What follows belongs to an exercise in optimizing a design on an open flow for small area, a short achievable clock period and few clock cycles per item; a production flow would make more cautious choices. In this exercise RTL edits were held to simulation tests only and were not proved equivalent to the original. Power is estimated from default activity; no workload was simulated.

<file path="flow/config.mk">
export PLATFORM = sky130hd
export DESIGN_NAME = bf_tape
export DESIGN_NICKNAME = bf_tape
export VERILOG_FILES = /design/flow/design.v
export SDC_FILE = /design/flow/constraint.sdc
export NUM_CORES = 4
export LEC_CHECK = 0
export CAP_MARGIN = 20
export CORE_MARGIN = 2
export CORE_UTILIZATION = 40
export SETUP_SLACK_MARGIN = 2.5
export SLEW_MARGIN = 20
</file>
<file path="flow/constraint.sdc">
create_clock -name core_clock -period 6.0 [get_ports {clk}]
set_input_delay 1.2000 -clock core_clock [delete_from_list [all_inputs] [get_ports {clk}]]
set_output_delay 1.2000 -clock core_clock [all_outputs]
set_load 0.01 [all_outputs]
</file>
<file path="flow/design.v">
module bf_tape #(
  parameter int DATA_W = 8,
  parameter int ADDR_W = 8,
  parameter int DEPTH  = 2**ADDR_W
) (
  input  logic              clk,
  input  logic              rst_n,
  input  logic              cmd_valid,
  output logic              cmd_ready,
  input  logic [2:0]        cmd_op,
  input  logic [DATA_W-1:0] cmd_data,
  output logic [DATA_W-1:0] cell_out,
  output logic              cell_zero,
  output logic [ADDR_W-1:0] ptr_out,
  output logic              err
);
  localparam logic [2:0] OP_NOP = 3'd0, OP_INC = 3'd1, OP_DEC = 3'd2, OP_RIGHT = 3'd3,
                         OP_LEFT = 3'd4, OP_WRITE = 3'd5, OP_ADD = 3'd6, OP_CLEAR_ALL = 3'd7;
  localparam int ROW_W = ADDR_W - 1;
  localparam int BANK_D = DEPTH / 2;
  logic [ADDR_W-1:0] ptr, pr, pl;        
  logic [ROW_W-1:0]  row0, row1;         
  logic              rsel;               
  logic [DATA_W-1:0] cur;
  logic              zero_q;
  logic              err_q;
  logic              clr_pend;
  logic              ready_q;
  logic [BANK_D-1:0][DATA_W-1:0] bank0;
  logic [BANK_D-1:0][DATA_W-1:0] bank1;
  function automatic logic [ROW_W-1:0] row_of(input logic [ADDR_W-1:0] a);
    row_of = {a[ADDR_W-1:2], a[0]};
  endfunction
  logic [DATA_W-1:0] rd0, rd1, val_r, val_l;
  assign rd0   = bank0[row0];
  assign rd1   = bank1[row1];
  assign val_r = clr_pend ? '0 : (rsel ? rd1 : rd0);
  assign val_l = clr_pend ? '0 : (rsel ? rd0 : rd1);
  logic accept;
  logic at_last, at_first;
  assign accept   = cmd_valid && ready_q;
  assign at_last  = (ptr == ADDR_W'(DEPTH - 1));
  assign at_first = (ptr == '0);
  logic              mv_r, mv_l, clr, oob;
  assign mv_r = accept && cmd_op == OP_RIGHT && !at_last;
  assign mv_l = accept && cmd_op == OP_LEFT  && !at_first;
  assign clr  = accept && cmd_op == OP_CLEAR_ALL;
  assign oob  = accept && ((cmd_op == OP_RIGHT && at_last) || (cmd_op == OP_LEFT && at_first));
  logic [DATA_W-1:0] cur_nx;
  always_comb begin
    cur_nx = cur;
    if (accept) begin
      case (cmd_op)
        OP_INC:       cur_nx = cur + DATA_W'(1);
        OP_DEC:       cur_nx = cur - DATA_W'(1);
        OP_WRITE:     cur_nx = cmd_data;
        OP_ADD:       cur_nx = cur + cmd_data;
        OP_RIGHT:     if (!at_last)  cur_nx = val_r;
        OP_LEFT:      if (!at_first) cur_nx = val_l;
        OP_CLEAR_ALL: cur_nx = '0;
        default: ;
      endcase
    end
  end
  logic [ADDR_W-1:0] pr_inc, pl_dec;
  assign pr_inc = pr + ADDR_W'(1);
  assign pl_dec = pl - ADDR_W'(1);
  always_ff @(posedge clk or negedge rst_n) begin
    if (!rst_n) begin
      ptr      <= '0;
      pr       <= ADDR_W'(1);
      pl       <= ADDR_W'(DEPTH - 1);
      row0     <= row_of(ADDR_W'(1));
      row1     <= row_of(ADDR_W'(DEPTH - 1));
      rsel     <= 1'b0;
      cur      <= '0;
      zero_q   <= 1'b1;
      err_q    <= 1'b0;
      clr_pend <= 1'b1;
      ready_q  <= 1'b0;
    end else begin
      ready_q  <= 1'b1;
      clr_pend <= clr;
      cur      <= cur_nx;
      zero_q   <= (cur_nx == '0);
      if (oob) err_q <= 1'b1;
      if (clr) begin
        ptr  <= '0;
        pr   <= ADDR_W'(1);
        pl   <= ADDR_W'(DEPTH - 1);
        rsel <= 1'b0;
        row0 <= row_of(ADDR_W'(1));
        row1 <= row_of(ADDR_W'(DEPTH - 1));
      end else if (mv_r) begin
        ptr  <= pr;
        pr   <= pr_inc;
        pl   <= ptr;
        rsel <= pr_inc[1];
        row0 <= pr_inc[1] ? row_of(ptr) : row_of(pr_inc);
        row1 <= pr_inc[1] ? row_of(pr_inc) : row_of(ptr);
      end else if (mv_l) begin
        ptr  <= pl;
        pr   <= ptr;
        pl   <= pl_dec;
        rsel <= ptr[1];
        row0 <= ptr[1] ? row_of(pl_dec) : row_of(ptr);
        row1 <= ptr[1] ? row_of(ptr) : row_of(pl_dec);
      end
    end
  end
  logic [DATA_W-1:0] wdata;
  assign wdata = clr_pend ? '0 : cur;
  for (genvar i = 0; i < DEPTH; i++) begin : g_cell
    localparam logic [ADDR_W-1:0] A = ADDR_W'(i);
    logic [DATA_W-1:0] q;
    always_ff @(posedge clk)
      if (clr_pend || ptr == A) q <= wdata;
    if (A[1]) begin : g_b1
      assign bank1[row_of(A)] = q;
    end else begin : g_b0
      assign bank0[row_of(A)] = q;
    end
  end
  assign cmd_ready = ready_q;
  assign cell_out  = cur;
  assign cell_zero = zero_q;
  assign ptr_out   = ptr;
  assign err       = err_q;
endmodule
</file>
<file path="flow/run.sh">
#!/bin/bash
# synth_recipe.tcl (not shown) runs the flow's synth.tcl, then flattens the netlist and writes it again
# the make line also repeats each setting of config.mk as NAME=value (left out here)
make -C /OpenROAD-flow-scripts/flow DESIGN_CONFIG=/design/flow/config.mk WORK_HOME=/design/flow/orfs CLKGATE_MAP_FILE= SYNTH_SCRIPT=/design/flow/synth_recipe.tcl finish
</file>
==> impl_metrics.csv, run 1 <==
group,metric,value,unit
run_status,run_status,"timing/DRC/antenna clean",
detailed_routing,via_per_inst,5.98,
grt,grt_most_used_layer,"met2",
critical_path,crit_path_end_kind,"flip-flop",
layout,area_growth_syn_to_layout,15.2,%
detailed_routing,drc,0,
synthesis,synth_enable_flop_cells,2048,
timing,drv_slew,0,
synthesis,synth_top_flop_cell,"sky130_fd_sc_hd__edfxtp_1",
detailed_routing,drt_iter0_markers,5450,
cts,clock_insertion_delay_worst_skew,860,ps
synthesis,post-synth-top-area-cell,"sky130_fd_sc_hd__edfxtp_1",
synthesis,mappedNetlistArea,84100,um^2
pwr,leak_pwr,33.0,nW
pwr,netSwitchingFraction,33.6,%
grt,grt.met1_usage,29.8,%
layout,final_core_utilization,46.3,%
floorplan,placementRows,168,
floorplan,die-area,214000,um^2
cts,numCtsBuffers,201,
pwr,power_per_cell_area,493,nW/um^2
critical_path,cpMostUsedCell,"sky130_fd_sc_hd__o211ai_1",
timing,finalCriticalPeriod,3950,ps
critical_path,required,6770,ps
critical_path,worstPathMaxFanout,13,
synthesis,ys_seq_elements,2098,
layout,layout.filler_cells,17500,
detailed_routing,detailroute.via_count,44300,
timing,finalHoldViolations,0,
pwr,power_frac_seq,39.9,%
critical_path,internal_reg_to_reg_setup_slack,2050,ps
layout,drive_gt1_share,24.8,%
synthesis,netlist_instances,4238,
pwr,p_comb_share,33.5,%
timing,fin_hold_ws,480,ps
pwr,peakVddDrop,0.338,mV
synthesis,post-synth-top-area-fraction,73.1,%
cts,clkTransAtPathRegs,60,ps
floorplan,initial_core_utilization,40.2,%
synthesis,ys_types,75,
grt,groute.layer.met2.usage,34.8,%
detailed_routing,postRouteWirelength,237,mm
critical_path,worstSetupPathType,"reg2reg",
synthesis,synth_area_per_cell,19.9,um^2
timing,setup-violations-final,0,
pwr,power_report.internal_total,31.8,mW
critical_path,crit_family,"compound AO/OA/AOI/OAI gates",
timing,finClkSkew,45.4,ps
timing,grt_setup_unrepaired,"true",
grt,grt_first_pass_wirelength,333,mm
timing,slew_headroom,21.2,%
grt,grt_pass1_vias,43400,
grt,grt_use_met3,4.00,%
detailed_routing,antenna_left,0,
synthesis,yosysWarningCount,1,
cts,cell_chosen_for_the_clock_root,"sky130_fd_sc_hd__clkbuf_16",
cts,numClockSinks,2098,
grt,gr-usage-all-layers,21.7,%
timing,finalSetupTns,0,ps
timing,worst-slew-pin-transition,1180,ps
floorplan,num_io_pins,33,
cts,clock_tree.buffer_depth,3,
grt,antenna_found_initial,10,
synthesis,seq_area_frac_synth,74.6,%
critical_path,cp_slowest_cell,"sky130_fd_sc_hd__dfstp_4",
detailed_routing,route.detailed.wl_per_inst,32.0,um
critical_path,timing.critical_path.buf_inv,2,
layout,finish.net_count,4453,
critical_path,cp-start-kind,"flip-flop",
critical_path,arrival,4720,ps
grt,globalRoute.totalOverflow,0,
place,port-buffer-count,32,
layout,multi_input_area,20500,um^2
hold_path,type_of_the_tightest_min_delay_check,"in2async",
pwr,power.clock.fraction,26.6,%
layout,register_area,62800,um^2
place,hpwlAfterDp,139,mm
cts,cts_htree_levels,4,
timing,period_share,65.8,%
synthesis,synth.area.top_cells,"sky130_fd_sc_hd__edfxtp_1 (73%), sky130_fd_sc_hd__mux4_2 (12%), sky130_fd_sc_hd__a21o_1 (2.3%)",
place,gpl.final_weighted_congestion,0.858,
critical_path,cp_slowest_stage_delay,740,ps
critical_path,crit_chain,"buf_4 > buf_12 > mux4_2 > mux2i_4 > a211oi_1 > a22o_1 > o31ai_4 > o211ai_1 > o31ai_1 > o211ai_1 > nor4_2",
pwr,switching_power,16.1,mW
floorplan,core_region_area,209000,um^2
synthesis,synthArstFlopShare,2.38,%
timing,max_clock_freq,253,MHz
floorplan,die_y,463,um
run,maxCapViolCount,0,
cts,cts_tree,"built",
detailed_routing,dr.pass1.iters,6,
synthesis,syn-num-nets,4262,
floorplan,die_w,463,um
grt,grt_start_max_net_pins,257,
-- cell type report --
cell class	instances	area share (%)
antenna	7	0.0181
clock buffer	255	5.54
clock inverter	115	1.21
tap	2805	3.62
multi-input combinational	1825	21.2
inverter	26	0.101
sequential	2098	64.8
timing repair buffer	277	3.51
-- worst paths after layout --
kind | startpoint | end | depth (start not counted)
max | row0[0] | zero_q | 11
max reg2reg | row0[0] | zero_q | 11
min | rst_n | ptr[0] | 2
min reg2reg | pr[0] | ptr[0] | 2
min in group core_clock | pr[0] | ptr[0] | 2
max in group asynchronous | rst_n | row0[1] | 2
-- power groups by stage --
stage / Clock (mW) / Sequential, mW / Combinational [mW]
2_1_floorplan: 0 / 19.2 / 8.54
3_3_place_gp: 0 / 19.7 / 13.7
3_5_place_dp: 0 / 19.8 / 13.8
4_1_cts: 12.8 / 19.1 / 15.7
5_1_grt: 13.4 / 19.1 / 16.6
6_report: 12.7 / 19.1 / 16.0
-- Yosys cell counts (29+ instances only) --
cell                       count
sky130_fd_sc_hd__a21o_1      256
sky130_fd_sc_hd__a21oi_1      85
sky130_fd_sc_hd__a22oi_1      77
sky130_fd_sc_hd__buf_2        54
sky130_fd_sc_hd__clkbuf_1    175
sky130_fd_sc_hd__dfrtp_1      31
sky130_fd_sc_hd__edfxtp_1   2048
sky130_fd_sc_hd__mux2i_1     184
sky130_fd_sc_hd__mux4_2      463
sky130_fd_sc_hd__nand2_1     111
sky130_fd_sc_hd__nand3_1      39
sky130_fd_sc_hd__nor2_1      105
sky130_fd_sc_hd__nor3_1       36
sky130_fd_sc_hd__o21ai_0      68
sky130_fd_sc_hd__o221ai_1     50
sky130_fd_sc_hd__o22ai_1      29
-- per-stage QoR --
stage                     setup WS [ps]  power, mW  cell area (um^2)  std cells
after floorplan                     735       27.8             84200       4238
after global placement              557       33.4             88300       6938
after detailed placement            553       33.6             88300       6940
after CTS                          2170       47.7             96500       7382
after global routing               2030       49.2             96900       7408
final                              2050       47.8             96900       7408
-- kinds of logic (layout without fill, tap and decap cells) --
kind of cell / Yosys count / after routing / synth area share, %
other: 1 / 8 / 0.00446
XOR/XNOR: 23 / 23 / 0.239
adder cells (fa/ha/maj): 10 / 10 / 0.158
AND/OR/NAND/NOR: 402 / 404 / 2.30
buffers and inverters: 317 / 673 / 1.74
AO/OA/AOI/OAI: 727 / 727 / 6.20
flip-flops: 2098 / 2098 / 74.6
multiplexers: 660 / 660 / 14.8
-- cell usage in the layout (no fill, tap or decap), types with 17 or more instances in the layout --
master / n
sky130_fd_sc_hd__buf_4: 158
sky130_fd_sc_hd__bufinv_16: 20
sky130_fd_sc_hd__inv_1: 23
sky130_fd_sc_hd__a211oi_1: 25
sky130_fd_sc_hd__a22oi_1: 73
sky130_fd_sc_hd__a21o_1: 256
sky130_fd_sc_hd__edfxtp_1: 2048
sky130_fd_sc_hd__clkbuf_1: 44
sky130_fd_sc_hd__nor2b_1: 17
sky130_fd_sc_hd__mux2i_1: 181
sky130_fd_sc_hd__xnor2_1: 17
sky130_fd_sc_hd__clkinv_1: 47
sky130_fd_sc_hd__nand2_1: 111
sky130_fd_sc_hd__clkdlybuf4s50_1: 28
sky130_fd_sc_hd__o221ai_1: 49
sky130_fd_sc_hd__o211ai_1: 21
sky130_fd_sc_hd__o22ai_1: 29
sky130_fd_sc_hd__o21ai_0: 55
sky130_fd_sc_hd__dfrtp_1: 20
sky130_fd_sc_hd__nand3_1: 38
sky130_fd_sc_hd__clkbuf_16: 206
sky130_fd_sc_hd__buf_12: 35
sky130_fd_sc_hd__a21oi_1: 75
sky130_fd_sc_hd__nor3_1: 22
sky130_fd_sc_hd__nand2b_1: 21
sky130_fd_sc_hd__buf_16: 18
sky130_fd_sc_hd__nor2_1: 87
sky130_fd_sc_hd__mux4_2: 463
sky130_fd_sc_hd__clkinv_2: 29
-- flip-flops by register name (all words and copies together), names as in the netlist --
| register | cells |
|---|---|
| ptr | 8 |
| err_q | 1 |
| row0 | 7 |
| cur | 8 |
| clr_pend | 1 |
| g_cell.q | 2048 |
| pr | 8 |
| row1 | 7 |
| zero_q | 1 |
| pl | 8 |
| ready_q | 1 |
-- routing by layer --
| metal | routed length, um | vias up |
|---|---|---|
| met1 | 94500 | 23600 |
| li1 | - | 18100 |
| met4 | 9190 | 6 |
| met5 | 33 | - |
| met3 | 19400 | 405 |
| met2 | 114000 | 2145 |
-- repair_timing --
action	in CTS	in global routing
resized for setup	134	40
setup endpoints to repair	179	240
cloned	13	4
pin swaps	23	23
hold buffers	0	0
setup buffers	59	12
Testbench counts, summed over its fixed seeds: cycles 48,048, items 48,032.
==> run 2, diff against run 1 <==
--- a/flow/config.mk
+++ b/flow/config.mk
@@ -8,5 +8,5 @@
 export CAP_MARGIN = 20
 export CORE_MARGIN = 2
 export CORE_UTILIZATION = 40
-export SETUP_SLACK_MARGIN = 2.5
+export SETUP_SLACK_MARGIN = 3.5
 export SLEW_MARGIN = 20
==> impl_metrics.csv, run 2 <==
group,metric,value,unit
grt,grt_first_pass_wirelength,339,mm
grt,globalRoute.totalOverflow,0,
detailed_routing,drt_iter0_markers,5346,
layout,layout.cells.most_common_list,"sky130_fd_sc_hd__edfxtp_1 (2,048), sky130_fd_sc_hd__mux4_2 (463), sky130_fd_sc_hd__clkbuf_16 (212)",
cts,numClockSinks,2098,
synthesis,synth.area.top_cells,"sky130_fd_sc_hd__edfxtp_1 (73%), sky130_fd_sc_hd__mux4_2 (12%), sky130_fd_sc_hd__a21o_1 (2.3%)",
grt,grt_pass1_vias,43500,
critical_path,worstPathMaxFanout,15,
synthesis,synth_area_per_cell,19.9,um^2
critical_path,r2r-start,"row0[0]",
synthesis,syn-num-nets,4262,
synthesis,ys_types,75,
grt,antenna_found_initial,10,
synthesis,ys_seq_elements,2098,
pwr,leak_pwr,33.5,nW
cts,clkTransAtPathRegs,60,ps
pwr,peakVddDrop,0.460,mV
synthesis,synthArstFlopShare,2.38,%
timing,max_clock_freq,260,MHz
critical_path,crit_family,"multiplexers",
timing,setup-violations-final,0,
cts,cts_tree,"built",
synthesis,ys_top_cells_by_count,"sky130_fd_sc_hd__edfxtp_1 (2,048), sky130_fd_sc_hd__mux4_2 (463), sky130_fd_sc_hd__a21o_1 (256), sky130_fd_sc_hd__mux2i_1 (184), sky130_fd_sc_hd__clkbuf_1 (175)",
timing,period_share,64.2,%
layout,drive_gt1_share,30.0,%
detailed_routing,postRouteWirelength,242,mm
cts,clock_tree.buffer_depth,3,
timing,worst-slew-pin-transition,1110,ps
critical_path,required,6730,ps
critical_path,crit_path_end_kind,"flip-flop",
critical_path,terminus_of_the_critical_flop_to_flop_path,"zero_q",
place,gpl.final_weighted_congestion,0.885,
floorplan,num_io_pins,33,
critical_path,timing.critical_path.buf_inv,4,
detailed_routing,dr.pass1.iters,5,
timing,finalCriticalPeriod,3850,ps
floorplan,die_y,463,um
synthesis,synth_top_flop_cell,"sky130_fd_sc_hd__edfxtp_1",
detailed_routing,detailroute.via_count,45000,
timing,finClkSkew,37.3,ps
detailed_routing,via_per_inst,6.00,
detailed_routing,route.detailed.wl_per_inst,32.3,um
layout,finish.net_count,4542,
run,maxCapViolCount,0,
detailed_routing,antenna_left,0,
critical_path,count_of_cell_instances_traversed_by_the_critical_path,13,
hold_path,type_of_the_tightest_min_delay_check,"in2async",
grt,gr-usage-all-layers,22.1,%
layout,final_common_cell,"sky130_fd_sc_hd__edfxtp_1",
synthesis,post-synth-top-area-fraction,73.1,%
floorplan,core_region_area,209000,um^2
layout,most_flop_heavy_register,"g_cell.q",
layout,area_growth_syn_to_layout,17.1,%
critical_path,cp_slowest_stage_delay,640,ps
cts,hold_buf_cts,0,
run_status,run_status,"timing/DRC/antenna clean",
critical_path,cp_slowest_cell,"sky130_fd_sc_hd__dfstp_4",
synthesis,yosysWarningCount,1,
critical_path,startpoint,"row0[0]",
critical_path,internal_reg_to_reg_setup_slack,2150,ps
synthesis,synth.most_common_cell,"sky130_fd_sc_hd__edfxtp_1",
place,port-buffer-count,32,
cts,cts_htree_levels,4,
place,hpwlAfterDp,140,mm
floorplan,die-area,214000,um^2
synthesis,synth_enable_flop_cells,2048,
critical_path,worst_setup_path_endpoint,"zero_q",
pwr,power_per_cell_area,496,nW/um^2
floorplan,initial_core_utilization,40.2,%
critical_path,worstSetupPathType,"reg2reg",
cts,clock_insertion_delay_worst_skew,840,ps
timing,slew_headroom,25.4,%
floorplan,placementRows,168,
critical_path,r2r_cells,13,
synthesis,netlist_instances,4238,
cts,cell_chosen_for_the_clock_root,"sky130_fd_sc_hd__clkbuf_16",
critical_path,crit_chain,"buf_12 > buf_12 > buf_4 > bufbuf_16 > mux4_2 > a22oi_1 > nand2_1 > mux4_2 > nor2_4 > o2111ai_4 > a21oi_2 > o22ai_2 > nor4_2",
pwr,design_power_total,48.9,mW
synthesis,seq_area_frac_synth,74.6,%
synthesis,post-synth-top-area-cell,"sky130_fd_sc_hd__edfxtp_1",
synthesis,mappedNetlistArea,84100,um^2
critical_path,cp-start-kind,"flip-flop",
cts,numCtsBuffers,205,
layout,largest_register_ffs,2048,
timing,drv_slew,0,
timing,finalHoldViolations,0,
grt,grt_start_max_net_pins,161,
floorplan,die_w,463,um
detailed_routing,drc,0,
timing,finalSetupTns,0,ps
critical_path,arrival,4580,ps
timing,grt_setup_unrepaired,"true",
run 2: cell counts after synthesis:
No cell type changed its count.
run 2: what timing repair did:
item                       in CTS  in global routing
buffers inserted              113                 45
cloned                         16                  5
setup endpoints to repair    3994               1030
pin swaps                      28                 17
resized for setup             442                102
run 2: cells by family (layout without fill, tap and decap cells):
logic type | after synthesis | in the layout | share of synthesized area, %
AO/OA/AOI/OAI | 727 | 727 | 6.20
other | 1 | 3 | 0.00446
buffers and inverters | 317 | 766 | 1.74
XOR/XNOR | 23 | 23 | 0.239
multiplexers | 660 | 660 | 14.8
AND/OR/NAND/NOR | 402 | 404 | 2.30
flip-flops | 2098 | 2098 | 74.6
adder cells (fa/ha/maj) | 10 | 10 | 0.158
run 2: worst min path at each step:
stage	startpoint	to	slack, ps	cells past startpoint
finish	rst_n	row0[1]	510	2
global placement	pr[0]	ptr[0]	560	2
floorplan	err_q	err_q	490	1
global route	rst_n	ptr[3]	540	2
detailed placement	pr[0]	ptr[0]	570	2
CTS	rst_n	ptr[3]	490	2
run 2: report_power, final:
group	switching, mW	internal (mW)
logic	10.2	6.42
registers	0.621	18.5
clock network	5.55	7.54
run 2: final cells by class:
type	count	area [um^2]
Timing Repair inverter	2	10.0
Antenna cell	2	5.00
Timing Repair Buffer	360	4400
Multi-Input combinational cell	1825	21000
Tap cell	2805	3510
Inverter	26	108
Clock inverter	129	1360
Sequential cell	2098	62800
Clock buffer	249	5360
Fill cell	17400	111000
run 2: routing by layer:
layer  wire [um]  part of all wire (%)  GRT usage, %
met2      118000                    49          35.6
met3       19100                   7.9          3.65
met1       95200                    39          30.1
met5           0                     0             0
met4       10300                   4.3          8.93
run 2: per-stage QoR:
step                      setup WS [ps]  cells  utilization, %  instance area [um^2]  hold WS, ps
final                              2150   7496            47.1                 98600          513
after global routing               2110   7496            47.1                 98600          544
after CTS                          2210   7443            46.7                 97700          494
after detailed placement            984   6936            42.1                 88200          565
after global placement              855   6936            42.1                 88200          562
after floorplan                    1700   4238               -                 84300          493
==> run 3, diff against run 2 <==
--- a/flow/config.mk
+++ b/flow/config.mk
@@ -8,5 +8,4 @@
 export CAP_MARGIN = 20
 export CORE_MARGIN = 2
 export CORE_UTILIZATION = 40
-export SETUP_SLACK_MARGIN = 3.5
 export SLEW_MARGIN = 20
==> impl_metrics.csv, run 3 <==
group,metric,value,unit
run_status,run_status,"timing/DRC/antenna clean",
cts,clock_insertion_delay_worst_skew,830,ps
timing,max_clock_freq,190,MHz
pwr,design_power_total,45.5,mW
layout,layout.cells.most_common_list,"sky130_fd_sc_hd__edfxtp_1 (2,048), sky130_fd_sc_hd__mux4_2 (463), sky130_fd_sc_hd__a21o_1 (256)",
synthesis,synth.most_common_cell,"sky130_fd_sc_hd__edfxtp_1",
critical_path,cp_slowest_cell,"sky130_fd_sc_hd__dfstp_4",
critical_path,crit_chain,"buf_4 > mux4_2 > a22oi_1 > a31oi_1 > o31ai_1 > o211ai_1 > o31ai_1 > o211ai_1 > nor4_2",
critical_path,crit_family,"compound AO/OA/AOI/OAI gates",
critical_path,arrival,6010,ps
synthesis,synthArstFlopShare,2.38,%
synthesis,seq_area_frac_synth,74.6,%
floorplan,core_region_area,209000,um^2
critical_path,cp-start-kind,"flip-flop",
synthesis,post-synth-top-area-cell,"sky130_fd_sc_hd__edfxtp_1",
grt,grt_use_met3,3.42,%
timing,slew_headroom,18.2,%
detailed_routing,drt_iter0_markers,4983,
floorplan,initial_core_utilization,40.2,%
critical_path,worstPathMaxFanout,47,
place,hpwlAfterDp,138,mm
synthesis,ys_seq_elements,2098,
cts,clkTransAtPathRegs,70,ps
synthesis,post-synth-top-area-fraction,73.1,%
synthesis,ys_types,75,
grt,globalRoute.totalOverflow,0,
synthesis,mappedNetlistArea,84100,um^2
detailed_routing,postRouteWirelength,225,mm
cts,cts_htree_levels,4,
layout,finish.net_count,4350,
critical_path,crit_path_end_kind,"flip-flop",
layout,final_common_cell,"sky130_fd_sc_hd__edfxtp_1",
grt,grt_first_pass_wirelength,321,mm
detailed_routing,route.detailed.wl_per_inst,30.8,um
critical_path,worstSetupPathType,"reg2reg",
timing,finalSetupTns,0,ps
cts,clock_tree.buffer_depth,3,
cts,cell_chosen_for_the_clock_root,"sky130_fd_sc_hd__clkbuf_16",
floorplan,die-area,214000,um^2
grt,grt.met1_usage,28.6,%
detailed_routing,antenna_left,0,
detailed_routing,dr.pass1.iters,8,
grt,gr-usage-all-layers,20.7,%
cts,hold_buf_cts,0,
timing,finalCriticalPeriod,5260,ps
floorplan,num_io_pins,33,
timing,grt_setup_unrepaired,"false",
synthesis,ys_top_cells_by_count,"sky130_fd_sc_hd__edfxtp_1 (2,048), sky130_fd_sc_hd__mux4_2 (463), sky130_fd_sc_hd__a21o_1 (256), sky130_fd_sc_hd__mux2i_1 (184), sky130_fd_sc_hd__clkbuf_1 (175)",
floorplan,die_w,463,um
grt,grt_start_max_net_pins,213,
critical_path,timing.critical_path.buf_inv,1,
critical_path,cp_slowest_stage_delay,1220,ps
pwr,peakVddDrop,0.360,mV
cts,cts_resized,0,
timing,drv_slew,0,
floorplan,placementRows,168,
timing,finalHoldViolations,0,
synthesis,netlist_instances,4238,
timing,setup-violations-final,0,
synthesis,synth_enable_flop_cells,2048,
pwr,leak_pwr,31.9,nW
grt,groute.layer.met2.usage,33.8,%
run,maxCapViolCount,0,
synthesis,synth_area_per_cell,19.9,um^2
detailed_routing,via_per_inst,5.89,
timing,worst-slew-pin-transition,1220,ps
layout,area_growth_syn_to_layout,12.4,%
layout,drive_gt1_share,21.6,%
place,port-buffer-count,32,
cts,numClockSinks,2098,
pwr,power_per_cell_area,481,nW/um^2
cts,post_cts_buffers,0,
timing,period_share,87.7,%
detailed_routing,drc,0,
grt,antenna_found_initial,6,
detailed_routing,detailroute.via_count,43000,
layout,most_flop_heavy_register,"g_cell.q",
layout,largest_register_ffs,2048,
grt,grt_most_used_layer,"met2",
layout,layout.filler_cells,17800,
synthesis,synth.area.top_cells,"sky130_fd_sc_hd__edfxtp_1 (73%), sky130_fd_sc_hd__mux4_2 (12%), sky130_fd_sc_hd__a21o_1 (2.3%)",
synthesis,yosysWarningCount,1,
cts,numCtsBuffers,201,
synthesis,synth_top_flop_cell,"sky130_fd_sc_hd__edfxtp_1",
timing,finClkSkew,28.8,ps
floorplan,die_y,463,um
hold_path,type_of_the_tightest_min_delay_check,"in2async",
critical_path,required,6750,ps
grt,grt_pass1_vias,42800,
timing,fin_hold_ws,499,ps
place,gpl.final_weighted_congestion,0.849,
synthesis,syn-num-nets,4262,
cts,cts_tree,"built",
run 3: cell type report:
cell class	count	area (um^2)	share of cell area [%]
inverters	26	97.6	0.103
clock inverters	107	795	0.840
well taps	2805	3510	3.71
diodes	1	2.50	0.00265
multi-input cells	1823	20200	21.3
flip-flops and latches	2098	62800	66.4
repair buffers	176	1750	1.85
clock buffers	262	5440	5.75
run 3: logic make-up (layout without fill, tap and decap cells):
logic type,Yosys count,after routing,synth area share [%]
adder cells (fa/ha/maj),10,10,0.158
buffers and inverters,317,571,1.74
XOR/XNOR,23,23,0.239
multiplexers,660,660,14.8
flip-flops,2098,2098,74.6
other,1,2,0.00446
AO/OA/AOI/OAI,727,727,6.20
AND/OR/NAND/NOR,402,402,2.30
run 3: worst reg2reg max path, cell delays in order (launching register included):
cell	delay, ps
sky130_fd_sc_hd__dfstp_4	1220
sky130_fd_sc_hd__buf_4	570
sky130_fd_sc_hd__mux4_2	630
sky130_fd_sc_hd__a22oi_1	250
sky130_fd_sc_hd__a31oi_1	230
sky130_fd_sc_hd__o31ai_1	1000
sky130_fd_sc_hd__o211ai_1	500
sky130_fd_sc_hd__o31ai_1	440
sky130_fd_sc_hd__o211ai_1	160
sky130_fd_sc_hd__nor4_2	190
run 3: metrics by stage:
| step | cell area [um^2] | worst slack [ps] | instances | utilization, % |
|---|---|---|---|---|
| finish | 94600 | 736 | 7298 | 45.2 |
| global route | 94600 | 717 | 7298 | 45.2 |
| CTS | 94500 | 913 | 7295 | 45.1 |
| detailed placement | 88300 | 571 | 6926 | 42.2 |
| global placement | 88200 | 302 | 6923 | 42.1 |
| floorplan | 84100 | -2350 | 4238 | - |
run 3: path summary, 6_finish.rpt:
check	startpoint	to	slack (ps)	depth (start not counted)
setup / recovery	row0[0]	zero_q	740	9
hold / removal	rst_n	ptr[0]	500	2
setup reg to reg	row0[0]	zero_q	740	9
hold reg to reg	pr[0]	ptr[0]	570	2
max in group asynchronous	rst_n	row0[2]	4980	2
min in group core_clock	pr[0]	ptr[0]	570	2
run 3: layer usage:
metal  share of wire, %  wire length, um
met1                 41            92600
met2                 49           110000
met3                6.9            15500
met4                3.1             6940
met5             0.0058               13
run 3: power by group:
| group | total [mW] | leakage [nW] | switching, mW | internal (mW) |
|---|---|---|---|---|
| sequential | 19.5 | 19.1 | 1.02 | 18.5 |
| combinational | 13.7 | 9.80 | 8.75 | 4.97 |
| clock | 12.2 | 3.03 | 5.45 | 6.76 |
| total | 45.5 | 31.9 | 15.2 | 30.3 |

-- static timing again, ports no longer ideal --
In the flow no input, the clock included, has a driving cell. The finished layouts below were timed again as built, in two steps.
Step 1 assumes that a clkbuf_16 drives the clock port and a buf_2 every other input.
Step 2 also shifts input and output timing later by t, the mid clock arrival at the registers, as if the neighbouring blocks saw the same clock.
Three values: ideal, step 1, step 2; two values: the first two.
run	shift t [ns]	setup slack, ns	worst setup path after step 2	slew at the worst register clock pin (ns)	cell pins on the clock port's net
run 1	0.917	2.051 / 2.051 / 1.139	input to register	0.07 / 0.07	1
run 2	0.907	2.150 / 2.122 / 1.216	input to register	0.07 / 0.07	1
run 3	0.911	0.736 / 0.736 / 0.448	input to register	0.07 / 0.07	1
After both steps every run listed still meets setup and hold. The setup slack of run 2, which loses most, moves by -0.028 ns with the drivers and by -0.934 ns with both steps.
